This design comes from an exercise in tuning for small area and a short achievable clock period on the open sky130 flow, not from production work.
Where RTL was checked, it was by simulation tests only, not by an equivalence proof against the original.
Function not checked in run 1: the RTL went through the layout flow alone.
No activity file was given, so power comes from the tool's default toggle rates.

`flow/flow/run.sh`:
```
#!/bin/bash
# The standard ORFS layout with these changes: synthesis leaves adders to abc (no full-adder
# cells), the ports get the smallest buffer, pins may sit on adjacent tracks, and timing repair
# aims for setup slack well above 0 at the design's clock.
set -euo pipefail
export ADDER_MAP_FILE=
export BUFFER_PORTS_ARGS="-buffer_cell sky130_fd_sc_hd__buf_1"
export PLACE_PINS_ARGS="-min_distance 1 -min_distance_in_tracks"
export SETUP_SLACK_MARGIN=6.6
bash standard.sh finish > flow_make.log 2>&1
```
`flow/standard.sh`:
```
#!/bin/bash
# synth_recipe.tcl (not shown) runs the flow's synth.tcl, then flattens the netlist and writes it again
# the make line also repeats each setting of config.mk as NAME=value (left out here)
make -C /OpenROAD-flow-scripts/flow DESIGN_CONFIG=/design/flow/config.mk WORK_HOME=/design/flow/orfs CLKGATE_MAP_FILE= SYNTH_SCRIPT=/design/flow/synth_recipe.tcl "${@:-finish}"
```
`flow/config.mk`:
```
export PLATFORM = sky130hd
export DESIGN_NAME = udp_tx_arbiter
export DESIGN_NICKNAME = udp_tx_arbiter
export VERILOG_FILES = /design/flow/design.v
export SDC_FILE = /design/flow/constraint.sdc
export NUM_CORES = 4
export LEC_CHECK = 0
export CAP_MARGIN = 20
export CORE_AREA = 10 10 470 470
export CTS_BUF_LIST = sky130_fd_sc_hd__clkbuf_8
export DIE_AREA = 0 0 480 480
export SLEW_MARGIN = 20
export SYNTH_HIERARCHICAL = 1
```
`flow/constraint.sdc`:
```
create_clock -name core_clock -period 12.0 [get_ports {clk}]
set_input_delay 2.4000 -clock core_clock [delete_from_list [all_inputs] [get_ports {clk}]]
set_output_delay 2.4000 -clock core_clock [all_outputs]
set_load 0.01 [all_outputs]
```
`flow/design.v`:
```
module udp_tx_arbiter #(
    parameter int unsigned DATA_WIDTH = 512,
    parameter int unsigned KEEP_WIDTH = DATA_WIDTH / 8,
    parameter int unsigned CNT_WIDTH  = 16
) (
    input  logic                  clk,
    input  logic                  rst,
    input  logic                  s_axis_peer_valid,
    output logic                  s_axis_peer_ready,
    input  logic [DATA_WIDTH-1:0] s_axis_peer_data,
    input  logic [KEEP_WIDTH-1:0] s_axis_peer_keep,
    input  logic                  s_axis_peer_last,
    input  logic [15:0]           s_axis_peer_src,
    input  logic [15:0]           s_axis_peer_dst,
    input  logic [15:0]           s_axis_peer_size,
    input  logic                  s_axis_host_valid,
    output logic                  s_axis_host_ready,
    input  logic [DATA_WIDTH-1:0] s_axis_host_data,
    input  logic [KEEP_WIDTH-1:0] s_axis_host_keep,
    input  logic                  s_axis_host_last,
    input  logic [15:0]           s_axis_host_src,
    input  logic [15:0]           s_axis_host_dst,
    input  logic [15:0]           s_axis_host_size,
    output logic                  m_axis_tx_valid,
    input  logic                  m_axis_tx_ready,
    output logic [DATA_WIDTH-1:0] m_axis_tx_data,
    output logic [KEEP_WIDTH-1:0] m_axis_tx_keep,
    output logic                  m_axis_tx_last,
    output logic [15:0]           m_axis_tx_src,
    output logic [15:0]           m_axis_tx_dst,
    output logic [15:0]           m_axis_tx_size,
    output logic [CNT_WIDTH-1:0]  stat_peer_pkts,
    output logic [CNT_WIDTH-1:0]  stat_host_pkts,
    output logic [CNT_WIDTH-1:0]  stat_len_err
);
    localparam int unsigned PW = DATA_WIDTH + KEEP_WIDTH + 1;    
    logic xp_q, xh_q;
    logic last_host_q;          
    logic first_q;              
    logic valid_q;
    logic [CNT_WIDTH-1:0] peer_cnt_q, host_cnt_q, err_cnt_q;
    logic [PW-1:0] pay;
    logic [47:0]   sb;
    logic out_ready, beat, pkt_done;
    logic ld_p, ld_h, hold;
    logic sld_p, sld_h, shold;
    logic sel_valid, sel_last;
    logic [15:0] sel_size;
    logic [PW-1:0] pay_p, pay_h;
    logic [47:0]   sb_p, sb_h;
    assign out_ready = !valid_q || m_axis_tx_ready;
    assign s_axis_peer_ready = xp_q && out_ready;
    assign s_axis_host_ready = xh_q && out_ready;
    assign sel_valid = (xp_q && s_axis_peer_valid) || (xh_q && s_axis_host_valid);
    assign sel_last  = xh_q ? s_axis_host_last : s_axis_peer_last;
    assign sel_size  = xh_q ? s_axis_host_size : s_axis_peer_size;
    assign beat     = out_ready && sel_valid;
    assign pkt_done = beat && sel_last;
    assign ld_p  = xp_q && out_ready;
    assign ld_h  = xh_q && out_ready;
    assign hold  = !out_ready;
    assign sld_p = ld_p && first_q;
    assign sld_h = ld_h && first_q;
    assign shold = !(out_ready && first_q);
    assign pay_p = {s_axis_peer_last, s_axis_peer_keep, s_axis_peer_data};
    assign pay_h = {s_axis_host_last, s_axis_host_keep, s_axis_host_data};
    assign sb_p  = {s_axis_peer_size, s_axis_peer_dst, s_axis_peer_src};
    assign sb_h  = {s_axis_host_size, s_axis_host_dst, s_axis_host_src};
    logic [PW-1:0] pay_d;
    logic [47:0]   sb_d;
    udp_tx_arbiter_sel #(.W(PW)) u_pay_sel (
        .ld_a(ld_p), .ld_b(ld_h), .hold(hold), .a(pay_p), .b(pay_h), .q(pay), .d(pay_d)
    );
    udp_tx_arbiter_sel #(.W(48)) u_sb_sel (
        .ld_a(sld_p), .ld_b(sld_h), .hold(shold), .a(sb_p), .b(sb_h), .q(sb), .d(sb_d)
    );
    always_ff @(posedge clk) begin
        pay <= pay_d;
        sb  <= sb_d;
    end
    logic [7:0]  s_q, c_q, s_d, c_d, z;
    logic [9:0]  hi_q;
    logic [16:0] need_eff, need_cur;
    logic        pend_q, bad;
    assign z        = s_q + c_q;
    assign need_eff = {(z[7] || z[6]) ? hi_q : hi_q - 10'd1, z[6:0] ^ 7'h40};
    assign need_cur = first_q ? {1'b0, sel_size} : need_eff;
    udp_tx_arbiter_cnt u_cnt (
        .sel_b(xh_q), .keep_a(s_axis_peer_keep), .keep_b(s_axis_host_keep),
        .nl(need_cur[6:0]), .s(s_d), .c(c_d)
    );
    always_ff @(posedge clk) begin
        if (beat) begin
            s_q  <= s_d;
            c_q  <= c_d;
            hi_q <= need_cur[16:7];
        end
    end
    logic [7:0] eq_k, eq_c;
    assign eq_k = 8'd64;
    assign eq_c = {(s_q[6:0] & c_q[6:0]) | ((s_q[6:0] | c_q[6:0]) & ~eq_k[6:0]), 1'b0};
    assign bad  = (hi_q != 10'd0) || ((s_q ^ c_q ^ eq_k) != eq_c);
    always_ff @(posedge clk or posedge rst) begin
        if (rst) begin
            xp_q        <= 1'b0;
            xh_q        <= 1'b0;
            last_host_q <= 1'b1;
            first_q     <= 1'b0;
            valid_q     <= 1'b0;
        end else begin
            valid_q <= beat || (valid_q && !m_axis_tx_ready);
            if (!xp_q && !xh_q) begin
                if (s_axis_peer_valid || s_axis_host_valid) begin
                    if (s_axis_peer_valid && s_axis_host_valid) begin
                        xh_q <= !last_host_q;
                        xp_q <= last_host_q;
                    end else begin
                        xh_q <= s_axis_host_valid;
                        xp_q <= !s_axis_host_valid;
                    end
                    first_q <= 1'b1;
                end
            end else if (beat) begin
                first_q <= 1'b0;
                if (sel_last) begin
                    xp_q        <= 1'b0;
                    xh_q        <= 1'b0;
                    last_host_q <= xh_q;
                end
            end
        end
    end
    always_ff @(posedge clk or posedge rst) begin
        if (rst) begin
            peer_cnt_q <= '0;
            host_cnt_q <= '0;
        end else if (pkt_done) begin
            if (xp_q && peer_cnt_q != '1) peer_cnt_q <= peer_cnt_q + CNT_WIDTH'(1);
            if (xh_q && host_cnt_q != '1) host_cnt_q <= host_cnt_q + CNT_WIDTH'(1);
        end
    end
    logic [CNT_WIDTH-1:0] err_out;
    assign err_out = (pend_q && bad && err_cnt_q != '1) ? err_cnt_q + CNT_WIDTH'(1) : err_cnt_q;
    always_ff @(posedge clk or posedge rst) begin
        if (rst) begin
            pend_q    <= 1'b0;
            err_cnt_q <= '0;
        end else begin
            pend_q    <= pkt_done;
            err_cnt_q <= err_out;
        end
    end
    assign m_axis_tx_valid = valid_q;
    assign {m_axis_tx_last, m_axis_tx_keep, m_axis_tx_data} = pay;
    assign {m_axis_tx_size, m_axis_tx_dst, m_axis_tx_src}   = sb;
    assign stat_peer_pkts  = peer_cnt_q;
    assign stat_host_pkts  = host_cnt_q;
    assign stat_len_err    = err_out;
endmodule
module udp_tx_arbiter_sel #(
    parameter int unsigned W = 1
) (
    input  logic         ld_a,
    input  logic         ld_b,
    input  logic         hold,
    input  logic [W-1:0] a,
    input  logic [W-1:0] b,
    input  logic [W-1:0] q,
    output logic [W-1:0] d
);
    assign d = ({W{ld_a}} & a) | ({W{ld_b}} & b) | ({W{hold}} & q);
endmodule
module udp_tx_arbiter_cnt (
    input  logic        sel_b,
    input  logic [63:0] keep_a,
    input  logic [63:0] keep_b,
    input  logic [6:0]  nl,
    output logic [7:0]  s,
    output logic [7:0]  c
);
    logic [63:0] nk;
    assign nk = ~(sel_b ? keep_b : keep_a);
    logic t1;
    logic t2;
    logic t3;
    logic t4;
    logic t5;
    logic t6;
    logic t7;
    logic t8;
    logic t9;
    logic t10;
    logic t11;
    logic t12;
    logic t13;
    logic t14;
    logic t15;
    logic t16;
    logic t17;
    logic t18;
    logic t19;
    logic t20;
    logic t21;
    logic t22;
    logic t23;
    logic t24;
    logic t25;
    logic t26;
    logic t27;
    logic t28;
    logic t29;
    logic t30;
    logic t31;
    logic t32;
    logic t33;
    logic t34;
    logic t35;
    logic t36;
    logic t37;
    logic t38;
    logic t39;
    logic t40;
    logic t41;
    logic t42;
    logic t43;
    logic t44;
    logic t45;
    logic t46;
    logic t47;
    logic t48;
    logic t49;
    logic t50;
    logic t51;
    logic t52;
    logic t53;
    logic t54;
    logic t55;
    logic t56;
    logic t57;
    logic t58;
    logic t59;
    logic t60;
    logic t61;
    logic t62;
    logic t63;
    logic t64;
    logic t65;
    logic t66;
    logic t67;
    logic t68;
    logic t69;
    logic t70;
    logic t71;
    logic t72;
    logic t73;
    logic t74;
    logic t75;
    logic t76;
    logic t77;
    logic t78;
    logic t79;
    logic t80;
    logic t81;
    logic t82;
    logic t83;
    logic t84;
    logic t85;
    logic t86;
    logic t87;
    logic t88;
    logic t89;
    logic t90;
    logic t91;
    logic t92;
    logic t93;
    logic t94;
    logic t95;
    logic t96;
    logic t97;
    logic t98;
    logic t99;
    logic t100;
    logic t101;
    logic t102;
    logic t103;
    logic t104;
    logic t105;
    logic t106;
    logic t107;
    logic t108;
    logic t109;
    logic t110;
    logic t111;
    logic t112;
    logic t113;
    logic t114;
    logic t115;
    logic t116;
    logic t117;
    logic t118;
    logic t119;
    logic t120;
    logic t121;
    logic t122;
    logic t123;
    logic t124;
    logic t125;
    logic t126;
    assign t1 = (nk[0] ^ nk[10]) ^ nk[11];
    assign t2 = (nk[0] & nk[10]) | (nk[11] & (nk[0] | nk[10]));
    assign t3 = (nk[12] ^ nk[13]) ^ nk[14];
    assign t4 = (nk[12] & nk[13]) | (nk[14] & (nk[12] | nk[13]));
    assign t5 = (nk[15] ^ nk[16]) ^ nk[17];
    assign t6 = (nk[15] & nk[16]) | (nk[17] & (nk[15] | nk[16]));
    assign t7 = (nk[18] ^ nk[19]) ^ nk[1];
    assign t8 = (nk[18] & nk[19]) | (nk[1] & (nk[18] | nk[19]));
    assign t9 = (nk[20] ^ nk[21]) ^ nk[22];
    assign t10 = (nk[20] & nk[21]) | (nk[22] & (nk[20] | nk[21]));
    assign t11 = (nk[23] ^ nk[24]) ^ nk[25];
    assign t12 = (nk[23] & nk[24]) | (nk[25] & (nk[23] | nk[24]));
    assign t13 = (nk[26] ^ nk[27]) ^ nk[28];
    assign t14 = (nk[26] & nk[27]) | (nk[28] & (nk[26] | nk[27]));
    assign t15 = (nk[29] ^ nk[2]) ^ nk[30];
    assign t16 = (nk[29] & nk[2]) | (nk[30] & (nk[29] | nk[2]));
    assign t17 = (nk[31] ^ nk[32]) ^ nk[33];
    assign t18 = (nk[31] & nk[32]) | (nk[33] & (nk[31] | nk[32]));
    assign t19 = (nk[34] ^ nk[35]) ^ nk[36];
    assign t20 = (nk[34] & nk[35]) | (nk[36] & (nk[34] | nk[35]));
    assign t21 = (nk[37] ^ nk[38]) ^ nk[39];
    assign t22 = (nk[37] & nk[38]) | (nk[39] & (nk[37] | nk[38]));
    assign t23 = (nk[3] ^ nk[40]) ^ nk[41];
    assign t24 = (nk[3] & nk[40]) | (nk[41] & (nk[3] | nk[40]));
    assign t25 = (nk[42] ^ nk[43]) ^ nk[44];
    assign t26 = (nk[42] & nk[43]) | (nk[44] & (nk[42] | nk[43]));
    assign t27 = (nk[45] ^ nk[46]) ^ nk[47];
    assign t28 = (nk[45] & nk[46]) | (nk[47] & (nk[45] | nk[46]));
    assign t29 = (nk[48] ^ nk[49]) ^ nk[4];
    assign t30 = (nk[48] & nk[49]) | (nk[4] & (nk[48] | nk[49]));
    assign t31 = (nk[50] ^ nk[51]) ^ nk[52];
    assign t32 = (nk[50] & nk[51]) | (nk[52] & (nk[50] | nk[51]));
    assign t33 = (nk[53] ^ nk[54]) ^ nk[55];
    assign t34 = (nk[53] & nk[54]) | (nk[55] & (nk[53] | nk[54]));
    assign t35 = (nk[56] ^ nk[57]) ^ nk[58];
    assign t36 = (nk[56] & nk[57]) | (nk[58] & (nk[56] | nk[57]));
    assign t37 = (nk[59] ^ nk[5]) ^ nk[60];
    assign t38 = (nk[59] & nk[5]) | (nk[60] & (nk[59] | nk[5]));
    assign t39 = (nk[61] ^ nk[62]) ^ nk[63];
    assign t40 = (nk[61] & nk[62]) | (nk[63] & (nk[61] | nk[62]));
    assign t41 = (nk[6] ^ nk[7]) ^ nk[8];
    assign t42 = (nk[6] & nk[7]) | (nk[8] & (nk[6] | nk[7]));
    assign t43 = (nk[9] ^ nl[0]) ^ t1;
    assign t44 = (nk[9] & nl[0]) | (t1 & (nk[9] | nl[0]));
    assign t45 = (t11 ^ t13) ^ t15;
    assign t46 = (t11 & t13) | (t15 & (t11 | t13));
    assign t47 = (t17 ^ t19) ^ t21;
    assign t48 = (t17 & t19) | (t21 & (t17 | t19));
    assign t49 = (t23 ^ t25) ^ t27;
    assign t50 = (t23 & t25) | (t27 & (t23 | t25));
    assign t51 = (t29 ^ t3) ^ t31;
    assign t52 = (t29 & t3) | (t31 & (t29 | t3));
    assign t53 = (t33 ^ t35) ^ t37;
    assign t54 = (t33 & t35) | (t37 & (t33 | t35));
    assign t55 = (t39 ^ t41) ^ t5;
    assign t56 = (t39 & t41) | (t5 & (t39 | t41));
    assign t57 = (t7 ^ t9) ^ t43;
    assign t58 = (t7 & t9) | (t43 & (t7 | t9));
    assign t59 = (t45 ^ t47) ^ t49;
    assign t60 = (t45 & t47) | (t49 & (t45 | t47));
    assign t61 = (t51 ^ t53) ^ t55;
    assign t62 = (t51 & t53) | (t55 & (t51 | t53));
    assign t63 = t57 ^ t59;
    assign t64 = t57 & t59;
    assign t65 = (nl[1] ^ t10) ^ t12;
    assign t66 = (nl[1] & t10) | (t12 & (nl[1] | t10));
    assign t67 = (t14 ^ t16) ^ t18;
    assign t68 = (t14 & t16) | (t18 & (t14 | t16));
    assign t69 = (t2 ^ t20) ^ t22;
    assign t70 = (t2 & t20) | (t22 & (t2 | t20));
    assign t71 = (t24 ^ t26) ^ t28;
    assign t72 = (t24 & t26) | (t28 & (t24 | t26));
    assign t73 = (t30 ^ t32) ^ t34;
    assign t74 = (t30 & t32) | (t34 & (t30 | t32));
    assign t75 = (t36 ^ t38) ^ t4;
    assign t76 = (t36 & t38) | (t4 & (t36 | t38));
    assign t77 = (t40 ^ t42) ^ t6;
    assign t78 = (t40 & t42) | (t6 & (t40 | t42));
    assign t79 = (t8 ^ t65) ^ t67;
    assign t80 = (t8 & t65) | (t67 & (t8 | t65));
    assign t81 = (t69 ^ t71) ^ t73;
    assign t82 = (t69 & t71) | (t73 & (t69 | t71));
    assign t83 = (t75 ^ t77) ^ t44;
    assign t84 = (t75 & t77) | (t44 & (t75 | t77));
    assign t85 = (t46 ^ t48) ^ t50;
    assign t86 = (t46 & t48) | (t50 & (t46 | t48));
    assign t87 = (t52 ^ t54) ^ t56;
    assign t88 = (t52 & t54) | (t56 & (t52 | t54));
    assign t89 = (t58 ^ t79) ^ t81;
    assign t90 = (t58 & t79) | (t81 & (t58 | t79));
    assign t91 = (t83 ^ t60) ^ t62;
    assign t92 = (t83 & t60) | (t62 & (t83 | t60));
    assign t93 = (t85 ^ t87) ^ t64;
    assign t94 = (t85 & t87) | (t64 & (t85 | t87));
    assign t95 = t89 ^ t91;
    assign t96 = t89 & t91;
    assign t97 = (nl[2] ^ t66) ^ t68;
    assign t98 = (nl[2] & t66) | (t68 & (nl[2] | t66));
    assign t99 = (t70 ^ t72) ^ t74;
    assign t100 = (t70 & t72) | (t74 & (t70 | t72));
    assign t101 = (t76 ^ t78) ^ t80;
    assign t102 = (t76 & t78) | (t80 & (t76 | t78));
    assign t103 = (t82 ^ t97) ^ t99;
    assign t104 = (t82 & t97) | (t99 & (t82 | t97));
    assign t105 = (t84 ^ t86) ^ t88;
    assign t106 = (t84 & t86) | (t88 & (t84 | t86));
    assign t107 = (t101 ^ t103) ^ t90;
    assign t108 = (t101 & t103) | (t90 & (t101 | t103));
    assign t109 = (t105 ^ t92) ^ t96;
    assign t110 = (t105 & t92) | (t96 & (t105 | t92));
    assign t111 = t94 ^ t107;
    assign t112 = t94 & t107;
    assign t113 = (nl[3] ^ t100) ^ t98;
    assign t114 = (nl[3] & t100) | (t98 & (nl[3] | t100));
    assign t115 = (t102 ^ t104) ^ t113;
    assign t116 = (t102 & t104) | (t113 & (t102 | t104));
    assign t117 = (t106 ^ t108) ^ t115;
    assign t118 = (t106 & t108) | (t115 & (t106 | t108));
    assign t119 = t112 ^ t110;
    assign t120 = t112 & t110;
    assign t121 = (nl[4] ^ t114) ^ t116;
    assign t122 = (nl[4] & t114) | (t116 & (nl[4] | t114));
    assign t123 = t121 ^ t118;
    assign t124 = t121 & t118;
    assign t125 = nl[5] ^ t122;
    assign t126 = nl[5] & t122;
    assign s = {1'b0, nl[6], t124, t120, t117, t109, t93, t61};
    assign c = {1'b0, t126, t125, t123, t119, t111, t95, t63};
endmodule
```
==> results of run 1 <==
## kinds of logic (layout without fill, tap and decap cells)
| kind of cell | Yosys count | in the layout |
|---|---|---|
| AOI/OAI and AO/OA | 738 | 738 |
| xor gates and xnor gates | 215 | 215 |
| adders and majority gates | 57 | 57 |
| buffers and inverters | 878 | 2841 |
| DFF | 705 | 705 |
| muxes | 48 | 48 |
| other | 1 | 163 |
| and+or+nand+nor | 169 | 172 |
## power by group through the flow
stage / Combinational (W) / Sequential [W] / Clock [W]
after detailed placement: 0.00693 / 0.00439 / 0
after floorplan: 0.00464 / 0.00476 / 0
after global placement: 0.00683 / 0.00438 / 0
final: 0.00712 / 0.00441 / 0.00252
after CTS: 0.00702 / 0.00438 / 0.00260
after global routing: 0.00756 / 0.00452 / 0.00269
## cell usage in the layout (no fill, tap or decap), types with 26 or more instances in the layout
cell                       instances
sky130_fd_sc_hd__clkbuf_8        170
sky130_fd_sc_hd__a222oi_1        626
sky130_fd_sc_hd__xnor2_1         125
sky130_fd_sc_hd__a21oi_1          32
sky130_fd_sc_hd__buf_1          1911
sky130_fd_sc_hd__maj3_1           44
sky130_fd_sc_hd__edfxtp_1         26
sky130_fd_sc_hd__diode_2         161
sky130_fd_sc_hd__nor2_1           38
sky130_fd_sc_hd__nand2_1          40
sky130_fd_sc_hd__dfrtp_1          52
sky130_fd_sc_hd__xor2_1           43
sky130_fd_sc_hd__dfxtp_1         625
sky130_fd_sc_hd__inv_1           669
sky130_fd_sc_hd__mux2i_1          40
sky130_fd_sc_hd__buf_4            43
## repair_timing
action | in CTS | in global routing
setup buffers | 14 | 2
setup endpoints to repair | 197 | 112
resized for setup | 63 | 12
gates cloned | 3 | 0
pin swaps | 11 | 10
## per-module statistics from Yosys (local to each module, per instance), a selection
| module | flops+latches | cells inside | times used |
|---|---|---|---|
| udp_tx_arbiter_cnt | 0 | 367 | 1 |
| udp_tx_arbiter | 705 | 987 | 1 |
## sequential cells by signal (all words and copies together) (netlist names)
signal / flops
sb: 48
xp_q: 1
first_q: 1
last_host_q: 1
pend_q: 1
s_q: 8
err_cnt_q: 16
host_cnt_q: 16
c_q: 8
peer_cnt_q: 16
hi_q: 10
xh_q: 1
pay: 577
valid_q: 1
## final timing paths
kind,depth (start not counted),start,to,slack (ps)
max in group asynchronous,3,rst,xh_q$_DFFE_PP0P_,9780
worst max-delay path,8,hi_q[1]$_DFFE_PP_,stat_len_err[2],6210
min in group asynchronous,3,rst,host_cnt_q[15]$_DFFE_PP0P_,1630
worst max register to register,11,first_q$_DFFE_PP0P_,s_q[4]$_DFFE_PP_,7440
worst min register to register,2,sb[38]$_DFF_P_,sb[38]$_DFF_P_,460
worst min-delay path,2,sb[38]$_DFF_P_,sb[38]$_DFF_P_,460
## final cells by class
type / count / area share, %
clock buffers: 170 / 5.44
diodes: 161 / 0.937
repair buffers: 1970 / 17.9
inverters: 637 / 5.58
well taps: 2805 / 8.17
multi-input cells: 1232 / 26.9
clock inverters: 64 / 1.02
flip-flops and latches: 705 / 34.1
## critical path, stage by stage (launching register included)
cell                        delay [ps]
sky130_fd_sc_hd__edfxtp_1          400
sky130_fd_sc_hd__or4_4             560
sky130_fd_sc_hd__or3_4             360
sky130_fd_sc_hd__nor4_4            260
sky130_fd_sc_hd__o2111ai_4         260
sky130_fd_sc_hd__buf_6             220
sky130_fd_sc_hd__nand4_1           100
sky130_fd_sc_hd__xnor2_1           160
sky130_fd_sc_hd__buf_4             190
## through the flow
step / area, um2 / setup WS [ps] / instances / hold slack [ps]
2_1_floorplan: 30500 / 6670 / 2812 / 498
3_3_place_gp: 39400 / 4590 / 7330 / 440
3_5_place_dp: 39400 / 4550 / 7330 / 445
4_1_cts: 42500 / 5960 / 7581 / 461
5_1_grt: 42800 / 6050 / 7687 / 478
6_report: 43000 / 6210 / 7744 / 458
## per-layer routing
layer | vias to the layer above | global-route usage, % | wire length (um)
met3 | 1179 | 13.0 | 37700
met4 | 160 | 20.0 | 28200
met1 | 16957 | 22.4 | 93200
met2 | 3092 | 30.8 | 110000
met5 | - | 0.870 | 1240
li1 | 14625 | - | -
==> summary.txt, run 1 <==
Power and ir drop
  – Share of total power consumed by net switching: 46.7%
  – Final total power: 0.0140 W
  – Leakage power figure: 17.9 nW
  – Combinational cell fraction of total power: 50.7%
  – Peak supply drop: 0.265 mV
  – Power per Cell Area: 327 nW/um2
  – Fraction of power consumed by sequential logic: 31.4%
  – Internal power of the cells: 0.00748 W
  – Switching pwr: 0.00656 W
  – Power share of the clock group: 17.9%

Synth
  – Simple logic cell fraction of the synthesized area: 3.02%
  – Leading cell type by number of instances after synthesis: sky130_fd_sc_hd__inv_1
  – Number of cells produced by synthesis: 2811
  – Adder-cell share of the synthesized area: 1.92%
  – Warnings from Yosys: 7
  – Largest family of logic cells by synthesized area: compound AO/OA/AOI/OAI gates
  – Top cell types by occurrence after synthesis: sky130_fd_sc_hd__inv_1, sky130_fd_sc_hd__a222oi_1, sky130_fd_sc_hd__dfxtp_1
  – FF+latch count, synth: 705
  – Share of the synthesized netlist area taken by xor and xnor gates: 7.58%
  – Number of enable-type register cells in the synthesized netlist: 26
  – Largest cells by area after synthesis: sky130_fd_sc_hd__dfxtp_1, sky130_fd_sc_hd__a222oi_1, sky130_fd_sc_hd__inv_1, sky130_fd_sc_hd__buf_6, sky130_fd_sc_hd__dfrtp_1
  – Mean cell area of the mapped netlist: 10.8 um2
  – Top-area cell type share of the netlist area: 41.0%
  – Most common flop cell mapped by yosys: sky130_fd_sc_hd__dfxtp_1
  – Share of cell area taken by muxes after synthesis: 1.78%
  – Area leader, netlist: sky130_fd_sc_hd__dfxtp_1
  – Number of unique standard cell types used by synthesis: 73
  – Compound-gate portion of the synthesized area: 23.1%
  – Register area share after synthesis: 48.0%
  – Mapped Area: 30500 um2
  – Async set or reset register ratio after synthesis: 7.66%

Critical path
  – Worst setup SP type: register
  – Crit. End Element: output pin
  – Category of the critical setup timing path: reg2out
  – Worst EP required: 9600 ps
  – Critical-path maximum fanout: 5
  – Worst endpoint data arrival time: 3390 ps

Timing
  – Maximum clock frequency: 173 MHz
  – Relative slew slack: 22.7%
  – Share of the cycle needed by the critical path after routing: 48.3%
  – Clock skew: 46.4 ps
  – Final hold viol count: 0
  – Final setup vio count: 0
  – Setup repair after global routing missed its margin: true
  – Final TNS setup: 0 ps
  – Final worst path period need: 5790 ps
  – Actual transition at the worst max-transition pin: 1160 ps
  – Pins Over Slew Limit: 0

Worst hold path
  – Min-delay worst type: reg2reg

Cells and area
  – Flip-flop and latch area: 14600 um2
  – Area growth syn-to-layout: 41.0%
  – Fillcell total: 23673
  – Final core area utilization: 20.5%
  – Layout cell share with drive strength beyond 1: 7.14%
  – Area taken by multi-input logic gates: 11600 um2
  – Final nets: 5938

Detailed routing
  – Routed wire length: 271 mm
  – DRC violation total after the first TritonRoute iteration: 6017
  – Per-cell via count in the routed design: 4.65
  – DRC viols: 0
  – Initial DRT Pass Iterations: 27
  – Via Count: 36013
  – Drt wl/cell: 35.0 um
  – Post-route ant nets: 0

Clocking
  – Number of sinks on the clock net: 705
  – Maximum count of clock buffers along a single path: 3
  – CTS H-Tree Depth: 4
  – Clock slew seen by the registers of the worst setup and hold paths: 60 ps
  – Count of hold-fix buffers inserted at cts: 0
  – Clock latency at the later pin of the worst-skew pair: 910 ps
  – Clock root buffer: sky130_fd_sc_hd__clkbuf_8
  – Clock tree from TritonCTS: built
  – Number of CTS-inserted buffers: 137

Status
  – Run status: no timing/DRC/antenna violations

Global route
  – Total grt overflow: 0
  – Global-route wire length before repair: 337 mm
  – Vias in the first global route: 34421
  – Antenna violations before repair: 322
  – Largest net degree at the start of global routing: 104
  – GR Util All Layers: 21.8%

Floorplanning
  – Number of core rows: 168
  – Floorplan Core Area: 210000 um2
  – Die W: 480 um
  – Ports placed on the boundary: 1931
  – Die area: 230000 um2
  – Starting Density: 14.5%
  – Vertical die dimension: 480 um

Placed design
  – Global placer's final weighted congestion: 1.06
  – Number of buffers inserted by port buffering: 1930
  – Placed wire-length estimate: 230 mm

Job
  – Number of max-cap violations: 0
==> run 2, diff against run 1 <==
--- a/flow/design.v
+++ b/flow/design.v
@@ -50,6 +50,10 @@
     logic [47:0]   sb_p, sb_h;
     assign out_ready = !valid_q || m_axis_tx_ready;
-    assign s_axis_peer_ready = xp_q && out_ready;
-    assign s_axis_host_ready = xh_q && out_ready;
+    udp_tx_arbiter_rdy u_rdy_p (
+        .xfer(xp_q), .idle_out(!valid_q), .out_ready(m_axis_tx_ready), .ready(s_axis_peer_ready)
+    );
+    udp_tx_arbiter_rdy u_rdy_h (
+        .xfer(xh_q), .idle_out(!valid_q), .out_ready(m_axis_tx_ready), .ready(s_axis_host_ready)
+    );
     assign sel_valid = (xp_q && s_axis_peer_valid) || (xh_q && s_axis_host_valid);
     assign sel_last  = xh_q ? s_axis_host_last : s_axis_peer_last;
@@ -82,5 +86,5 @@
     logic [9:0]  hi_q;
     logic [16:0] need_eff, need_cur;
-    logic        pend_q, bad;
+    logic        len_err;
     assign z        = s_q + c_q;
     assign need_eff = {(z[7] || z[6]) ? hi_q : hi_q - 10'd1, z[6:0] ^ 7'h40};
@@ -97,8 +101,9 @@
         end
     end
-    logic [7:0] eq_k, eq_c;
-    assign eq_k = 8'd64;
-    assign eq_c = {(s_q[6:0] & c_q[6:0]) | ((s_q[6:0] | c_q[6:0]) & ~eq_k[6:0]), 1'b0};
-    assign bad  = (hi_q != 10'd0) || ((s_q ^ c_q ^ eq_k) != eq_c);
+    logic eq64;
+    udp_tx_arbiter_chk u_chk (.s(s_d), .c(c_d), .eq(eq64));
+    udp_tx_arbiter_err u_err (
+        .done(pkt_done), .hi_nz(need_cur[16:7] != 10'd0), .eq(eq64), .err(len_err)
+    );
     always_ff @(posedge clk or posedge rst) begin
         if (rst) begin
@@ -140,13 +145,14 @@
         end
     end
+    logic                 err_pend_q;
     logic [CNT_WIDTH-1:0] err_out;
-    assign err_out = (pend_q && bad && err_cnt_q != '1) ? err_cnt_q + CNT_WIDTH'(1) : err_cnt_q;
+    udp_tx_arbiter_inc #(.W(CNT_WIDTH)) u_err_inc (.inc(err_pend_q), .q(err_cnt_q), .d(err_out));
     always_ff @(posedge clk or posedge rst) begin
         if (rst) begin
-            pend_q    <= 1'b0;
-            err_cnt_q <= '0;
+            err_pend_q <= 1'b0;
+            err_cnt_q  <= '0;
         end else begin
-            pend_q    <= pkt_done;
-            err_cnt_q <= err_out;
+            err_pend_q <= len_err;
+            err_cnt_q  <= err_out;
         end
     end
@@ -171,4 +177,39 @@
     assign d = ({W{ld_a}} & a) | ({W{ld_b}} & b) | ({W{hold}} & q);
 endmodule
+module udp_tx_arbiter_rdy (
+    input  logic xfer,
+    input  logic idle_out,
+    input  logic out_ready,
+    output logic ready
+);
+    assign ready = xfer && (idle_out || out_ready);
+endmodule
+module udp_tx_arbiter_chk (
+    input  logic [7:0] s,
+    input  logic [7:0] c,
+    output logic       eq
+);
+    logic [7:0] k, cin;
+    assign k   = 8'd64;
+    assign cin = {(s[6:0] & c[6:0]) | ((s[6:0] | c[6:0]) & ~k[6:0]), 1'b0};
+    assign eq  = (s ^ c ^ k) == cin;
+endmodule
+module udp_tx_arbiter_inc #(
+    parameter int unsigned W = 16
+) (
+    input  logic         inc,
+    input  logic [W-1:0] q,
+    output logic [W-1:0] d
+);
+    assign d = (inc && q != '1) ? q + W'(1) : q;
+endmodule
+module udp_tx_arbiter_err (
+    input  logic done,
+    input  logic hi_nz,
+    input  logic eq,
+    output logic err
+);
+    assign err = done && (hi_nz || !eq);
+endmodule
 module udp_tx_arbiter_cnt (
     input  logic        sel_b,
==> flow/flow/run.sh (replaced) <==
#!/bin/bash
# The standard ORFS layout with these changes: synthesis leaves adders to abc (no full-adder
# cells), the ports get the smallest buffer, pins may sit on adjacent tracks (the clock pin
# alone, see pre_io.tcl), and timing repair aims for setup slack well above 0 at the design's
# clock.
set -euo pipefail
export ADDER_MAP_FILE=
export BUFFER_PORTS_ARGS="-buffer_cell sky130_fd_sc_hd__buf_1"
export PRE_IO_PLACEMENT_TCL="$(pwd)/flow/pre_io.tcl"
export PLACE_PINS_ARGS="-min_distance 1 -min_distance_in_tracks -exclude bottom:229-251"
export SETUP_SLACK_MARGIN=6.9
bash standard.sh finish > flow_make.log 2>&1
==> flow/flow/pre_io.tcl (new file) <==
# The clock pin gets a fixed spot in the middle of the bottom edge, with no other pin within
# 10 um: its wire is routed with wider spacing than the other pins allow when packed on every
# track.
place_pin -pin_name clk -layer met2 -location {239.89 0.243} -pin_size {0.14 0.485} -force_to_die_boundary
--- a/flow/config.mk
+++ b/flow/config.mk
@@ -9,4 +9,6 @@
 export CORE_AREA = 10 10 470 470
 export CTS_BUF_LIST = sky130_fd_sc_hd__clkbuf_8
+export CTS_CLUSTER_DIAMETER = 60
+export CTS_CLUSTER_SIZE = 12
 export DIE_AREA = 0 0 480 480
 export SLEW_MARGIN = 20
==> summary.txt, run 2 <==
Status
  – Run status: no timing/DRC/antenna violations (unchanged)

Critical path
  – Worst EP required: 9600 ps (about the same)
  – Number of cells traversed by the worst register-to-register path: 17 (was 11)
  – Cells traversed along the worst timing path: buf_8 -> o21a_4 -> buf_6 (was or4_4 -> or3_4 -> nor4_4 -> o2111ai_4 -> buf_6 -> nand4_1 -> xnor2_1 -> buf_4)
  – Cell class contributing the biggest share of worst-path delay: buffers and inverters (was simple AND/OR/NAND/NOR gates)
  – Category of the critical setup timing path: in2out (was reg2out)
  – Worst path slowest cell: sky130_fd_sc_hd__o21a_4 (was sky130_fd_sc_hd__or4_4)
  – Reg2Reg Launch Point: xh_q$_DFFE_PP0P_ (was first_q$_DFFE_PP0P_)
  – Setup slack on the worst flop-to-flop path: 7070 ps (was 7440 ps)
  – Crit. End Element: output pin (unchanged)
  – Worst endpoint data arrival time: 2870 ps (was 3390 ps)
  – Terminus of the critical flop-to-flop path: err_pend_q$_DFF_PP0_ (was s_q[4]$_DFFE_PP_)
  – Count of buffering cells on the critical path with inverters included: 2 (unchanged)
  – Worst setup SP type: primary input (was register)
  – Largest incremental delay on the critical path: 220 ps (was 560 ps)
  – Critical-path maximum fanout: 3 (was 5)

Synth
  – FF+latch count, synth: 705 (unchanged)
  – Most common flop cell mapped by yosys: sky130_fd_sc_hd__dfxtp_1 (unchanged)
  – Warnings from Yosys: 7 (unchanged)
  – Mean cell area of the mapped netlist: 10.7 um2 (was 10.8 um2)
  – Async set or reset register ratio after synthesis: 7.66% (unchanged)
  – Largest cells by area after synthesis: sky130_fd_sc_hd__dfxtp_1, sky130_fd_sc_hd__a222oi_1, sky130_fd_sc_hd__inv_1, sky130_fd_sc_hd__buf_6, sky130_fd_sc_hd__dfrtp_1 (unchanged)
  – Number of cells produced by synthesis: 2892 (was 2811)
  – Number of unique standard cell types used by synthesis: 94 (was 73)
  – Top-area cell type share of the netlist area: 40.4% (was 41.0%)
  – Mapped Area: 31000 um2 (was 30500 um2)
  – Number of enable-type register cells in the synthesized netlist: 26 (unchanged)
  – Register area share after synthesis: 47.3% (was 48.0%)
  – Area leader, netlist: sky130_fd_sc_hd__dfxtp_1 (unchanged)
  – Top cell types by occurrence after synthesis: sky130_fd_sc_hd__inv_1, sky130_fd_sc_hd__a222oi_1, sky130_fd_sc_hd__dfxtp_1 (unchanged)
  – Leading cell type by number of instances after synthesis: sky130_fd_sc_hd__inv_1 (unchanged)

Clocking
  – Number of CTS-inserted buffers: 93 (was 137)
  – Clock slew seen by the registers of the worst setup and hold paths: 80 ps (was 60 ps)
  – Number of sinks on the clock net: 705 (unchanged)
  – Clock latency at the later pin of the worst-skew pair: 930 ps (was 910 ps)
  – Maximum count of clock buffers along a single path: 3 (unchanged)
  – Clock tree from TritonCTS: built (unchanged)
  – Clock root buffer: sky130_fd_sc_hd__clkbuf_8 (unchanged)
  – CTS H-Tree Depth: 3 (was 4)

Timing
  – Hold WS: 463 ps (was 458 ps)
  – Final worst path period need: 5270 ps (was 5790 ps)
  – Share of the cycle needed by the critical path after routing: 43.9% (was 48.3%)
  – Relative slew slack: 9.11% (was 22.7%)
  – Final TNS setup: 0 ps (unchanged)
  – Setup repair after global routing missed its margin: true (unchanged)
  – Final hold viol count: 0 (unchanged)
  – Clock skew: 83.9 ps (was 46.4 ps)
  – Final setup vio count: 0 (unchanged)
  – Pins Over Slew Limit: 0 (unchanged)
  – Maximum clock frequency: 190 MHz (was 173 MHz)
  – Actual transition at the worst max-transition pin: 1360 ps (was 1160 ps)

Detailed routing
  – Via Count: 37596 (was 36013)
  – Per-cell via count in the routed design: 4.79 (was 4.65)
  – DRC violation total after the first TritonRoute iteration: 6949 (was 6017)
  – Routed wire length: 326 mm (was 271 mm)
  – Post-route ant nets: 0 (unchanged)
  – Initial DRT Pass Iterations: 11 (was 27)
  – Drt wl/cell: 41.5 um (was 35.0 um)
  – DRC viols: 0 (unchanged)

Cells and area
  – Area growth syn-to-layout: 40.1% (was 41.0%)
  – Layout cell share with drive strength beyond 1: 7.74% (was 7.14%)
  – Commonest cells after routing, fill and taps aside: sky130_fd_sc_hd__buf_1, sky130_fd_sc_hd__inv_1, sky130_fd_sc_hd__a222oi_1 (unchanged)
  – Max reg flops: 577 (unchanged)
  – Final Non-Filler Cells: 7851 (was 7744)
  – Final nets: 5979 (was 5938)
  – Most frequent standard cell in the layout excluding fill and tap cells: sky130_fd_sc_hd__buf_1 (unchanged)
  – Top register by number of flip-flops: pay (unchanged)
  – Biggest registers after layout: pay (577), sb (48) (unchanged)
  – Post-route design area: 43400 um2 (was 43000 um2)

Global route
  – Largest net degree at the start of global routing: 190 (was 104)
  – Vias in the first global route: 34647 (was 34421)
  – Total grt overflow: 0 (unchanged)
  – Global-route wire length before repair: 394 mm (was 337 mm)
  – Antenna violations before repair: 441 (was 322)
  – GR Util All Layers: 26.3% (was 21.8%)

Worst hold path
  – Critical hold path startpoint: pay[281]$_DFF_P_ (was sb[38]$_DFF_P_)
  – Worst hold path depth: 2 (unchanged)
  – Worst Hold Endpoint: pay[281]$_DFF_P_ (was sb[38]$_DFF_P_)
  – Min-delay worst type: reg2reg (unchanged)

Power and ir drop
  – Combinational cell fraction of total power: 60.3% (was 50.7%)
  – Fraction of power consumed by sequential logic: 26.5% (was 31.4%)
  – Internal power of the cells: 0.00853 W (was 0.00748 W)
  – Power per Cell Area: 387 nW/um2 (was 327 nW/um2)
  – Final total power: 0.0168 W (was 0.0140 W)
  – Share of total power consumed by net switching: 49.1% (was 46.7%)
  – Leakage power figure: 17.7 nW (was 17.9 nW)
  – Peak supply drop: 0.711 mV (was 0.265 mV)
  – Power share of the clock group: 13.2% (was 17.9%)
  – Switching pwr: 0.00824 W (was 0.00656 W)

Floorplanning
  – Die W: 480 um (unchanged)
  – Die area: 230000 um2 (unchanged)
  – Number of core rows: 168 (unchanged)
  – Vertical die dimension: 480 um (unchanged)
  – Floorplan Core Area: 210000 um2 (unchanged)
  – Starting Density: 14.7% (was 14.5%)
  – Ports placed on the boundary: 1930 (was 1931)

Placed design
  – Number of buffers inserted by port buffering: 1930 (unchanged)
  – Standard cell area after detailed placement: 40000 um2 (was 39400 um2)
  – Placed Instances: 7412 (was 7330)
  – Global placer's final weighted congestion: 1.06 (about the same)
  – Placed wire-length estimate: 284 mm (was 230 mm)

Job
  – Number of max-cap violations: 0 (unchanged)
run 2: cell count changes after synthesis, sizes merged, moves of 8 or more:
cell	delta
nor2	+10
nand2	+9
nor3	+15
xnor2	-8
o21ai	+11
run 2: tightest hold or removal path, stage by stage (launching register included):
cell                       delay (ps)
sky130_fd_sc_hd__dfxtp_1          330
sky130_fd_sc_hd__a222oi_1          60
sky130_fd_sc_hd__inv_1             50
run 2: logic make-up (layout without fill, tap and decap cells):
group	after synthesis	count (layout)	synth area share (%)
adders and majority gates	57	57	1.90
other	1	255	0.0121
buffers and inverters	885	2785	14.4
AOI/OAI and AO/OA	767	767	23.5
DFF	705	705	47.3
muxes	50	50	1.84
xor gates and xnor gates	205	205	7.20
and+or+nand+nor	222	222	3.80
run 2: what timing repair did:
| action | 4_1_cts | 5_1_grt |
|---|---|---|
| endpoints found under the hold margin | 0 | 0 |
| endpoints found under the setup margin | 19 | 21 |
| setup buffers | 1 | 21 |
| gates resized for setup | 44 | 77 |
| hold buffers | 0 | 0 |
| gates cloned | 0 | 0 |
| pin swaps | 3 | 39 |
run 2: metal layers:
| metal | GRT usage (%) | vias to the layer above | wire length (um) |
|---|---|---|---|
| met2 | 36.1 | 3340 | 129000 |
| met1 | 28.5 | 18013 | 117000 |
| met5 | 0 | - | 1150 |
| li1 | - | 14956 | - |
| met3 | 15.6 | 1109 | 46100 |
| met4 | 22.5 | 178 | 32600 |
run 2: modules after synthesis (local to each module, per instance), a selection:
module / area (um2) / copies in the design
udp_tx_arbiter: 16500 / 1
udp_tx_arbiter_cnt: 3480 / 1
udp_tx_arbiter_chk: 201 / 1
udp_tx_arbiter_err: 11.3 / 1
udp_tx_arbiter_rdy: 7.51 / 2
run 2: power by group through the flow:
stage	clock, W	sequential, W	combinational, W
after global placement	0	0.00442	0.00859
after global routing	0.00235	0.00454	0.0107
after CTS	0.00227	0.00441	0.00877
final	0.00221	0.00444	0.0101
after floorplan	0	0.00477	0.00587
after detailed placement	0	0.00444	0.00864
run 2: per-stage QoR:
stage	util (%)	setup slack (ps)
after detailed placement	19.0	5450
final	20.6	6730
after CTS	20.1	6740
after global routing	20.5	6690
after floorplan	-	6390
after global placement	19.0	5440
run 2: final cells by class:
cell class                      instances  area [um2]
Clock buffer                           96        1320
Clock inverter                         68         774
Antenna cell                          253         633
Inverter                              644        2430
Sequential cell                       705       14700
Tap cell                             2805        3510
Fill cell                           23757      167000
Timing Repair Buffer                 1977        7760
Multi-Input combinational cell       1303       12300
run 2: how the worst max path moves through the flow:
stage,depth (start not counted),from,end
finish,3,m_axis_tx_ready,s_axis_host_ready
global route,18,s_axis_host_keep[23],err_pend_q$_DFF_PP0_
CTS,3,m_axis_tx_ready,s_axis_host_ready
detailed placement,16,s_axis_host_keep[42],err_pend_q$_DFF_PP0_
global placement,16,s_axis_host_keep[42],err_pend_q$_DFF_PP0_
floorplan,16,s_axis_host_keep[10],err_pend_q$_DFF_PP0_
==> run 3, diff against run 2 <==
--- a/flow/design.v
+++ b/flow/design.v
@@ -86,5 +86,4 @@
     logic [9:0]  hi_q;
     logic [16:0] need_eff, need_cur;
-    logic        len_err;
     assign z        = s_q + c_q;
     assign need_eff = {(z[7] || z[6]) ? hi_q : hi_q - 10'd1, z[6:0] ^ 7'h40};
@@ -101,9 +100,4 @@
         end
     end
-    logic eq64;
-    udp_tx_arbiter_chk u_chk (.s(s_d), .c(c_d), .eq(eq64));
-    udp_tx_arbiter_err u_err (
-        .done(pkt_done), .hi_nz(need_cur[16:7] != 10'd0), .eq(eq64), .err(len_err)
-    );
     always_ff @(posedge clk or posedge rst) begin
         if (rst) begin
@@ -145,7 +139,18 @@
         end
     end
-    logic                 err_pend_q;
-    logic [CNT_WIDTH-1:0] err_out;
-    udp_tx_arbiter_inc #(.W(CNT_WIDTH)) u_err_inc (.inc(err_pend_q), .q(err_cnt_q), .d(err_out));
+    logic                 err_pend_q, ok_lo, ok_hi, ok_lo_q, ok_hi_q, len_err;
+    logic [CNT_WIDTH-1:0] err_inc, err_out;
+    udp_tx_arbiter_chk u_chk (
+        .hi_zero(need_cur[16:7] == 10'd0), .s(s_d), .c(c_d), .ok_lo(ok_lo), .ok_hi(ok_hi)
+    );
+    always_ff @(posedge clk) begin
+        ok_lo_q <= ok_lo;
+        ok_hi_q <= ok_hi;
+    end
+    udp_tx_arbiter_err u_err (.done(err_pend_q), .ok_a(ok_lo_q), .ok_b(ok_hi_q), .err(len_err));
+    udp_tx_arbiter_inc #(.W(CNT_WIDTH)) u_err_inc (.q(err_cnt_q), .d(err_inc));
+    udp_tx_arbiter_mux #(.W(CNT_WIDTH)) u_err_mux (
+        .sel(len_err), .a(err_cnt_q), .b(err_inc), .y(err_out)
+    );
     always_ff @(posedge clk or posedge rst) begin
         if (rst) begin
@@ -153,5 +158,5 @@
             err_cnt_q  <= '0;
         end else begin
-            err_pend_q <= len_err;
+            err_pend_q <= pkt_done;
             err_cnt_q  <= err_out;
         end
@@ -186,29 +191,42 @@
 endmodule
 module udp_tx_arbiter_chk (
+    input  logic       hi_zero,
     input  logic [7:0] s,
     input  logic [7:0] c,
-    output logic       eq
+    output logic       ok_lo,
+    output logic       ok_hi
 );
-    logic [7:0] k, cin;
-    assign k   = 8'd64;
-    assign cin = {(s[6:0] & c[6:0]) | ((s[6:0] | c[6:0]) & ~k[6:0]), 1'b0};
-    assign eq  = (s ^ c ^ k) == cin;
+    logic [7:0] k, cin, e;
+    assign k     = 8'd64;
+    assign cin   = {(s[6:0] & c[6:0]) | ((s[6:0] | c[6:0]) & ~k[6:0]), 1'b0};
+    assign e     = ~(s ^ c ^ k ^ cin);
+    assign ok_lo = hi_zero && (&e[3:0]);
+    assign ok_hi = &e[7:4];
 endmodule
 module udp_tx_arbiter_inc #(
     parameter int unsigned W = 16
 ) (
-    input  logic         inc,
     input  logic [W-1:0] q,
     output logic [W-1:0] d
 );
-    assign d = (inc && q != '1) ? q + W'(1) : q;
+    assign d = (q != '1) ? q + W'(1) : q;
+endmodule
+module udp_tx_arbiter_mux #(
+    parameter int unsigned W = 16
+) (
+    input  logic         sel,
+    input  logic [W-1:0] a,
+    input  logic [W-1:0] b,
+    output logic [W-1:0] y
+);
+    assign y = sel ? b : a;
 endmodule
 module udp_tx_arbiter_err (
     input  logic done,
-    input  logic hi_nz,
-    input  logic eq,
+    input  logic ok_a,
+    input  logic ok_b,
     output logic err
 );
-    assign err = done && (hi_nz || !eq);
+    assign err = done && !(ok_a && ok_b);
 endmodule
 module udp_tx_arbiter_cnt (
--- a/flow/flow/run.sh
+++ b/flow/flow/run.sh
@@ -8,5 +8,5 @@
 export BUFFER_PORTS_ARGS="-buffer_cell sky130_fd_sc_hd__buf_1"
 export PRE_IO_PLACEMENT_TCL="$(pwd)/flow/pre_io.tcl"
-export PLACE_PINS_ARGS="-min_distance 1 -min_distance_in_tracks -exclude bottom:229-251"
+export PLACE_PINS_ARGS="-min_distance 1 -min_distance_in_tracks -exclude bottom:229-251 -exclude right:238-243"
 export SETUP_SLACK_MARGIN=6.9
 bash standard.sh finish > flow_make.log 2>&1
==> flow/flow/pre_io.tcl (replaced) <==
# Pins placed before the others. The clock pin sits alone in the middle of the bottom edge (no
# other pin within 10 um): its wire is routed with wider spacing than pins packed on every track
# allow. m_axis_tx_ready and the two upstream readies, which it drives through one gate, sit on
# adjacent tracks in the middle of the right edge.
place_pin -pin_name clk -layer met2 -location {239.89 0.243} -pin_size {0.14 0.485} -force_to_die_boundary
place_pin -pin_name s_axis_peer_ready -layer met3 -location {479.6 239.70} -pin_size {0.8 0.3} -force_to_die_boundary
place_pin -pin_name m_axis_tx_ready -layer met3 -location {479.6 240.38} -pin_size {0.8 0.3} -force_to_die_boundary
place_pin -pin_name s_axis_host_ready -layer met3 -location {479.6 241.06} -pin_size {0.8 0.3} -force_to_die_boundary
==> summary.txt, run 3 <==
Status
  – Run status: no timing/DRC/antenna violations (unchanged)

Power and ir drop
  – Peak supply drop: 0.653 mV (was 0.711 mV)
  – Final total power: 0.0150 W (was 0.0168 W)
  – Power per Cell Area: 351 nW/um2 (was 387 nW/um2)
  – Leakage power figure: 17.5 nW (was 17.7 nW)

Synth
  – Number of enable-type register cells in the synthesized netlist: 26 (unchanged)
  – Area leader, netlist: sky130_fd_sc_hd__dfxtp_1 (unchanged)
  – Top-area cell type share of the netlist area: 40.1% (was 40.4%)
  – Mean cell area of the mapped netlist: 10.8 um2 (was 10.7 um2)
  – Warnings from Yosys: 7 (unchanged)
  – Number of unique standard cell types used by synthesis: 97 (was 94)
  – FF+latch count, synth: 707 (was 705)
  – Async set or reset register ratio after synthesis: 7.64% (was 7.66%)
  – Most common flop cell mapped by yosys: sky130_fd_sc_hd__dfxtp_1 (unchanged)
  – Top cell types by occurrence after synthesis: sky130_fd_sc_hd__inv_1, sky130_fd_sc_hd__dfxtp_1, sky130_fd_sc_hd__a222oi_1 (was sky130_fd_sc_hd__inv_1, sky130_fd_sc_hd__a222oi_1, sky130_fd_sc_hd__dfxtp_1)
  – Leading cell type by number of instances after synthesis: sky130_fd_sc_hd__inv_1 (unchanged)
  – Number of cells produced by synthesis: 2909 (was 2892)
  – Mapped Area: 31300 um2 (was 31000 um2)
  – Largest cells by area after synthesis: sky130_fd_sc_hd__dfxtp_1, sky130_fd_sc_hd__a222oi_1, sky130_fd_sc_hd__inv_1, sky130_fd_sc_hd__buf_6, sky130_fd_sc_hd__dfrtp_1 (unchanged)
  – Register area share after synthesis: 46.9% (was 47.3%)

Worst hold path
  – Worst Hold Endpoint: pay[387]$_DFF_P_ (was pay[281]$_DFF_P_)
  – Critical hold path startpoint: pay[387]$_DFF_P_ (was pay[281]$_DFF_P_)
  – Worst hold path depth: 2 (unchanged)
  – Min-delay worst type: reg2reg (unchanged)

Critical path
  – Worst path slowest cell: sky130_fd_sc_hd__o21a_4 (unchanged)
  – Worst endpoint data arrival time: 2840 ps (was 2870 ps)
  – Critical-path maximum fanout: 3 (unchanged)
  – Terminus of the critical flop-to-flop path: ok_hi_q$_DFF_P_ (was err_pend_q$_DFF_PP0_)
  – Largest incremental delay on the critical path: 200 ps (was 220 ps)
  – Setup slack on the worst flop-to-flop path: 7270 ps (was 7070 ps)
  – Crit. End Element: output pin (unchanged)
  – Count of buffering cells on the critical path with inverters included: 2 (unchanged)
  – Category of the critical setup timing path: in2out (unchanged)
  – Total stage count of the critical path: 3 (unchanged)
  – Number of cells traversed by the worst register-to-register path: 15 (was 17)
  – Cells traversed along the worst timing path: buf_8 -> o21a_4 -> buf_6 (unchanged)
  – Worst EP required: 9600 ps (about the same)
  – Cell class contributing the biggest share of worst-path delay: buffers and inverters (unchanged)
  – Reg2Reg Launch Point: xh_q$_DFFE_PP0P_ (unchanged)
  – Worst setup SP type: primary input (unchanged)

Floorplanning
  – Starting Density: 14.9% (was 14.7%)
  – Number of core rows: 168 (unchanged)
  – Die W: 480 um (unchanged)
  – Vertical die dimension: 480 um (unchanged)
  – Ports placed on the boundary: 1927 (was 1930)
  – Die area: 230000 um2 (unchanged)
  – Floorplan Core Area: 210000 um2 (unchanged)

Timing
  – Maximum clock frequency: 191 MHz (was 190 MHz)
  – Setup repair after global routing missed its margin: true (unchanged)
  – Share of the cycle needed by the critical path after routing: 43.6% (was 43.9%)
  – Final TNS setup: 0 ps (unchanged)
  – Actual transition at the worst max-transition pin: 1260 ps (was 1360 ps)
  – Pins Over Slew Limit: 0 (unchanged)
  – Clock skew: 56.4 ps (was 83.9 ps)
  – Final worst path period need: 5240 ps (was 5270 ps)
  – Final hold viol count: 0 (unchanged)
  – Relative slew slack: 16.2% (was 9.11%)
  – Final setup vio count: 0 (unchanged)
  – Hold WS: 465 ps (was 463 ps)

Clocking
  – CTS H-Tree Depth: 3 (unchanged)
  – Number of sinks on the clock net: 707 (was 705)
  – Maximum count of clock buffers along a single path: 3 (unchanged)
  – Clock latency at the later pin of the worst-skew pair: 850 ps (was 930 ps)
  – Clock slew seen by the registers of the worst setup and hold paths: 80 ps (about the same)
  – Count of hold-fix buffers inserted at cts: 0 (unchanged)
  – Number of CTS-inserted buffers: 87 (was 93)
  – Clock tree from TritonCTS: built (unchanged)
  – Clock root buffer: sky130_fd_sc_hd__clkbuf_8 (unchanged)

Global route
  – Global-route wire length before repair: 344 mm (was 394 mm)
  – Total grt overflow: 0 (unchanged)
  – GR Util All Layers: 22.3% (was 26.3%)
  – Antenna violations before repair: 388 (was 441)
  – Vias in the first global route: 34524 (was 34647)
  – Largest net degree at the start of global routing: 210 (was 190)

Cells and area
  – Max reg flops: 577 (unchanged)
  – Most frequent standard cell in the layout excluding fill and tap cells: sky130_fd_sc_hd__buf_1 (unchanged)
  – Fillcell total: 23658 (was 23757)
  – Biggest registers after layout: pay (577), sb (48) (unchanged)
  – Final nets: 5976 (was 5979)
  – Commonest cells after routing, fill and taps aside: sky130_fd_sc_hd__buf_1, sky130_fd_sc_hd__inv_1, sky130_fd_sc_hd__dfxtp_1 (was sky130_fd_sc_hd__buf_1, sky130_fd_sc_hd__inv_1, sky130_fd_sc_hd__a222oi_1)
  – Post-route design area: 42800 um2 (was 43400 um2)
  – Top register by number of flip-flops: pay (unchanged)
  – Area growth syn-to-layout: 36.6% (was 40.1%)
  – Layout cell share with drive strength beyond 1: 6.41% (was 7.74%)
  – Final Non-Filler Cells: 7779 (was 7851)

Detailed routing
  – Per-cell via count in the routed design: 4.73 (was 4.79)
  – Via Count: 36822 (was 37596)
  – Post-route ant nets: 0 (unchanged)
  – DRC viols: 0 (unchanged)
  – Initial DRT Pass Iterations: 12 (was 11)
  – Drt wl/cell: 35.8 um (was 41.5 um)
  – DRC violation total after the first TritonRoute iteration: 6620 (was 6949)
  – Routed wire length: 278 mm (was 326 mm)

Job
  – Number of max-cap violations: 0 (unchanged)

Placed design
  – Number of buffers inserted by port buffering: 1930 (unchanged)
  – Placed wire-length estimate: 241 mm (was 284 mm)
  – Global placer's final weighted congestion: 1.05 (was 1.06)
  – Placed Instances: 7420 (was 7412)
  – Standard cell area after detailed placement: 40200 um2 (was 40000 um2)
==> run 3: cell count changes in the layout (fill, tap and decap cells not counted), sizes merged, moves of 10 or more <==
cell    delta
diode     -53
mux2      +18
nor2      -10
clkinv    -14
clkbuf    -14
==> run 3: worst max-delay path by stage <==
stage	startpoint	endpoint	slack, ps
3_5_place_dp	m_axis_tx_ready	pay[399]$_DFF_P_	5710
3_3_place_gp	m_axis_tx_ready	pay[372]$_DFF_P_	5800
6_report	m_axis_tx_ready	s_axis_peer_ready	6760
2_1_floorplan	s_axis_peer_keep[22]	ok_hi_q$_DFF_P_	6490
4_1_cts	m_axis_tx_ready	s_axis_host_ready	6750
5_1_grt	s_axis_host_keep[20]	ok_hi_q$_DFF_P_	6730
==> run 3: modules after synthesis (local to each module, per instance), excerpt <==
| module | flops+latches | copies in the design |
|---|---|---|
| udp_tx_arbiter_rdy | 0 | 2 |
| udp_tx_arbiter_err | 0 | 1 |
| udp_tx_arbiter_cnt | 0 | 1 |
| udp_tx_arbiter | 707 | 1 |
| udp_tx_arbiter_chk | 0 | 1 |
==> run 3: cell families (layout without fill, tap and decap cells) <==
| group | after synthesis | count (layout) | share of synthesized area [%] |
|---|---|---|---|
| compound gates | 780 | 780 | 23.5 |
| simple gates | 205 | 205 | 3.62 |
| mux | 66 | 66 | 2.54 |
| buf+inv | 890 | 2754 | 14.5 |
| flops | 707 | 707 | 46.9 |
| xor+xnor | 203 | 203 | 7.07 |
| other cells | 1 | 202 | 0.0120 |
| fa+ha+maj | 57 | 57 | 1.87 |
==> run 3: cell type report <==
type / count / area, um2 / share of cell area [%]
Clock inverter: 48 / 435 / 1.02
Tap cell: 2805 / 3510 / 8.20
Antenna cell: 200 / 500 / 1.17
Clock buffer: 94 / 1290 / 3.02
Inverter: 643 / 2420 / 5.66
Timing Repair Buffer: 1969 / 7650 / 17.9
Sequential cell: 707 / 14700 / 34.4
Multi-Input combinational cell: 1313 / 12300 / 28.7
==> run 3: power breakdown <==
part	internal, W	switching [W]
clock	0.000820	0.00107
sequential	0.00367	0.000814
combinational	0.00322	0.00540
total	0.00772	0.00729
==> run 3: repair_timing <==
item / in CTS / in global routing
pin swaps: 6 / 2
setup endpoints to repair: 110 / 102
buffers inserted: 14 / 2
resized for setup: 29 / 13
gates cloned: 0 / 0
==> run 3: worst register-to-register path, stage by stage, from the launching register on <==
cell and delay, ps:
sky130_fd_sc_hd__dfrtp_4 740, sky130_fd_sc_hd__buf_6 590, sky130_fd_sc_hd__mux2i_1 310, sky130_fd_sc_hd__o21ai_1 410
sky130_fd_sc_hd__inv_1 90, sky130_fd_sc_hd__maj3_1 330, sky130_fd_sc_hd__o21ai_0 260, sky130_fd_sc_hd__xor2_1 260
sky130_fd_sc_hd__xnor2_2 180, sky130_fd_sc_hd__nand2_1 100, sky130_fd_sc_hd__a21o_1 210, sky130_fd_sc_hd__a211oi_2 320
sky130_fd_sc_hd__xnor2_2 220, sky130_fd_sc_hd__nor4bb_1 110, sky130_fd_sc_hd__mux2_2 290, sky130_fd_sc_hd__o22a_1 210
==> run 3: per-layer routing <==
metal	track usage [%]	part of all wire (%)	vias to the layer above	wire, um
li1	-	-	14885	-
met1	23.0	34	17440	95600
met2	32.2	42	3218	116000
met3	12.2	14	1129	38100
met4	20.1	10	150	27800
met5	0.435	0.38	-	1070
==> run 3: per-stage QoR <==
stage               utilization [%]  worst slack, ps
global placement               19.2             5800
global route                   20.3             6730
detailed placement             19.2             5710
CTS                            20.1             6750
floorplan                         -             6490
finish                         20.4             6760
==> run 4, diff against run 3 <==
--- a/flow/config.mk
+++ b/flow/config.mk
@@ -9,6 +9,6 @@
 export CORE_AREA = 10 10 470 470
 export CTS_BUF_LIST = sky130_fd_sc_hd__clkbuf_8
-export CTS_CLUSTER_DIAMETER = 60
-export CTS_CLUSTER_SIZE = 12
+export CTS_CLUSTER_DIAMETER = 70
+export CTS_CLUSTER_SIZE = 14
 export DIE_AREA = 0 0 480 480
 export SLEW_MARGIN = 20
==> summary.txt, run 4 <==
Synth
  – Number of enable-type register cells in the synthesized netlist: 26 (unchanged)
  – Leading cell type by number of instances after synthesis: sky130_fd_sc_hd__inv_1 (unchanged)
  – Largest cells by area after synthesis: sky130_fd_sc_hd__dfxtp_1, sky130_fd_sc_hd__a222oi_1, sky130_fd_sc_hd__inv_1, sky130_fd_sc_hd__buf_6, sky130_fd_sc_hd__dfrtp_1 (unchanged)
  – Top-area cell type share of the netlist area: 40.1% (unchanged)
  – Number of unique standard cell types used by synthesis: 97 (unchanged)
  – Most common flop cell mapped by yosys: sky130_fd_sc_hd__dfxtp_1 (unchanged)
  – Top cell types by occurrence after synthesis: sky130_fd_sc_hd__inv_1, sky130_fd_sc_hd__dfxtp_1, sky130_fd_sc_hd__a222oi_1 (unchanged)
  – Number of cells produced by synthesis: 2909 (unchanged)
  – Warnings from Yosys: 7 (unchanged)
  – Async set or reset register ratio after synthesis: 7.64% (unchanged)
  – Area leader, netlist: sky130_fd_sc_hd__dfxtp_1 (unchanged)
  – FF+latch count, synth: 707 (unchanged)

Timing
  – Share of the cycle needed by the critical path after routing: 43.7% (was 43.6%)
  – Clock skew: 45.3 ps (was 56.4 ps)
  – Final hold viol count: 0 (unchanged)
  – Final setup vio count: 0 (unchanged)
  – Setup repair after global routing missed its margin: true (unchanged)
  – Final TNS setup: 0 ps (unchanged)
  – Pins Over Slew Limit: 0 (unchanged)
  – Hold WS: 466 ps (was 465 ps)
  – Relative slew slack: 16.2% (about the same)

Clocking
  – Maximum count of clock buffers along a single path: 3 (unchanged)
  – Clock root buffer: sky130_fd_sc_hd__clkbuf_8 (unchanged)
  – CTS H-Tree Depth: 3 (unchanged)
  – Clock slew seen by the registers of the worst setup and hold paths: 80 ps (about the same)
  – Clock tree from TritonCTS: built (unchanged)
  – Count of hold-fix buffers inserted at cts: 0 (unchanged)
  – Number of sinks on the clock net: 707 (unchanged)

Floorplanning
  – Ports placed on the boundary: 1927 (unchanged)
  – Number of core rows: 168 (unchanged)
  – Vertical die dimension: 480 um (unchanged)
  – Die area: 230000 um2 (unchanged)
  – Starting Density: 14.9% (unchanged)

Global route
  – Largest net degree at the start of global routing: 210 (unchanged)
  – GR Util All Layers: 22.3% (about the same)
  – Antenna violations before repair: 379 (was 388)
  – Total grt overflow: 0 (unchanged)
  – Vias in the first global route: 34391 (was 34524)

Critical path
  – Worst endpoint data arrival time: 2840 ps (about the same)
  – Terminus of the critical flop-to-flop path: ok_hi_q$_DFF_P_ (unchanged)
  – Setup slack on the worst flop-to-flop path: 7190 ps (was 7270 ps)
  – Crit. End Element: output pin (unchanged)
  – Number of cells traversed by the worst register-to-register path: 15 (unchanged)
  – Category of the critical setup timing path: in2out (unchanged)
  – Worst EP required: 9600 ps (about the same)
  – Worst setup SP type: primary input (unchanged)
  – Critical-path maximum fanout: 3 (unchanged)
  – Reg2Reg Launch Point: xh_q$_DFFE_PP0P_ (unchanged)

Cells and area
  – Biggest registers after layout: pay (577), sb (48) (unchanged)
  – Final Non-Filler Cells: 7762 (was 7779)
  – Commonest cells after routing, fill and taps aside: sky130_fd_sc_hd__buf_1, sky130_fd_sc_hd__inv_1, sky130_fd_sc_hd__dfxtp_1 (unchanged)
  – Final core area utilization: 20.3% (was 20.4%)
  – Max reg flops: 577 (unchanged)
  – Most frequent standard cell in the layout excluding fill and tap cells: sky130_fd_sc_hd__buf_1 (unchanged)
  – Top register by number of flip-flops: pay (unchanged)
  – Final nets: 5962 (was 5976)
  – Layout cell share with drive strength beyond 1: 6.05% (was 6.41%)

Placed design
  – Placed Instances: 7420 (unchanged)
  – Global placer's final weighted congestion: 1.05 (unchanged)
  – Number of buffers inserted by port buffering: 1930 (unchanged)
  – Placed wire-length estimate: 241 mm (unchanged)

Detailed routing
  – Drt wl/cell: 35.8 um (about the same)
  – DRC violation total after the first TritonRoute iteration: 6331 (was 6620)
  – Per-cell via count in the routed design: 4.75 (was 4.73)
  – DRC viols: 0 (unchanged)
  – Initial DRT Pass Iterations: 12 (unchanged)

Worst hold path
  – Min-delay worst type: reg2reg (unchanged)
  – Critical hold path startpoint: pay[356]$_DFF_P_ (was pay[387]$_DFF_P_)
  – Worst Hold Endpoint: pay[356]$_DFF_P_ (was pay[387]$_DFF_P_)

Status
  – Run status: no timing/DRC/antenna violations (unchanged)

Power and ir drop
  – Peak supply drop: 0.619 mV (was 0.653 mV)
==> run 4: cell counts after synthesis <==
No cell type changed its count.
==> run 4: worst max path at each step <==
| stage | start | endpoint | slack (ps) | cells after the start |
|---|---|---|---|---|
| 2_1_floorplan | s_axis_peer_keep[22] | ok_hi_q$_DFF_P_ | 6490 | 14 |
| 3_3_place_gp | m_axis_tx_ready | pay[372]$_DFF_P_ | 5800 | 8 |
| 3_5_place_dp | m_axis_tx_ready | pay[399]$_DFF_P_ | 5710 | 8 |
| 4_1_cts | m_axis_tx_ready | s_axis_host_ready | 6750 | 3 |
| 5_1_grt | s_axis_host_keep[52] | ok_hi_q$_DFF_P_ | 6710 | 14 |
| 6_report | m_axis_tx_ready | s_axis_host_ready | 6760 | 3 |
==> run 4: area by class of cell <==
| type | instances | area [um2] | area share, % |
|---|---|---|---|
| multi-input combinational | 1313 | 12300 | 28.9 |
| timing repair buffer | 1970 | 7650 | 18.0 |
| sequential | 707 | 14700 | 34.6 |
| antenna | 211 | 528 | 1.24 |
| clock buffer | 77 | 1060 | 2.49 |
| clock inverter | 36 | 375 | 0.882 |
| tap | 2805 | 3510 | 8.25 |
| inverter | 643 | 2420 | 5.69 |
==> run 4: cell families (layout without fill, tap and decap cells) <==
family	after synthesis	count (layout)	synth area share, %
buffers and inverters	890	2726	14.5
AOI/OAI and AO/OA	780	780	23.5
adders and majority gates	57	57	1.87
DFF	707	707	46.9
and+or+nand+nor	205	205	3.62
xor gates and xnor gates	203	203	7.07
muxes	66	66	2.54
other	1	213	0.0120
==> run 4: layer usage <==
metal / part of all wire, % / track usage [%]
met1: 34 / 22.9
met2: 41 / 32.0
met3: 14 / 12.3
met4: 10 / 20.6
met5: 0.39 / 0.766
==> run 4: worst max-delay path, stage by stage <==
cell,delay (ps)
sky130_fd_sc_hd__buf_8,110
sky130_fd_sc_hd__o21a_4,200
sky130_fd_sc_hd__buf_6,120
==> run 4: through the flow <==
stage / setup slack [ps] / area (um2)
3_5_place_dp: 5710 / 40200
4_1_cts: 6750 / 41900
6_report: 6760 / 42500
2_1_floorplan: 6490 / 31300
5_1_grt: 6710 / 42300
3_3_place_gp: 5800 / 40200
==> run 4: per-module statistics from Yosys (local to each module, per instance), a selection <==
| module | times used | cell area, um2 | flip-flops and latches | cells inside |
|---|---|---|---|---|
| udp_tx_arbiter | 1 | 16500 | 707 | 984 |
| udp_tx_arbiter_chk | 1 | 198 | 0 | 26 |
| udp_tx_arbiter_cnt | 1 | 3480 | 0 | 367 |
| udp_tx_arbiter_err | 1 | 11.3 | 0 | 1 |
| udp_tx_arbiter_rdy | 2 | 7.51 | 0 | 1 |
==> run 4: report_power, final <==
| part | total [W] | internal (W) | switching, W |
|---|---|---|---|
| clock | 0.00169 | 0.000670 | 0.00102 |
| sequential | 0.00448 | 0.00367 | 0.000805 |
| combinational | 0.00872 | 0.00328 | 0.00544 |
==> run 4: timing repair <==
item,CTS,global route
gates cloned,0,0
setup endpoints to repair,110,99
pin swaps,5,6
setup buffers,13,4
gates resized for setup,31,16
endpoints found under the hold margin,0,0

Re-timed with assumed drivers on the ports (clkbuf_16 on the clock, buf_2 on other inputs), run 4 has 6.700 ns of setup slack against 6.761 ns with ideal ports, and 5.859 ns once port delays also move by the mid clock arrival of 0.897 ns.
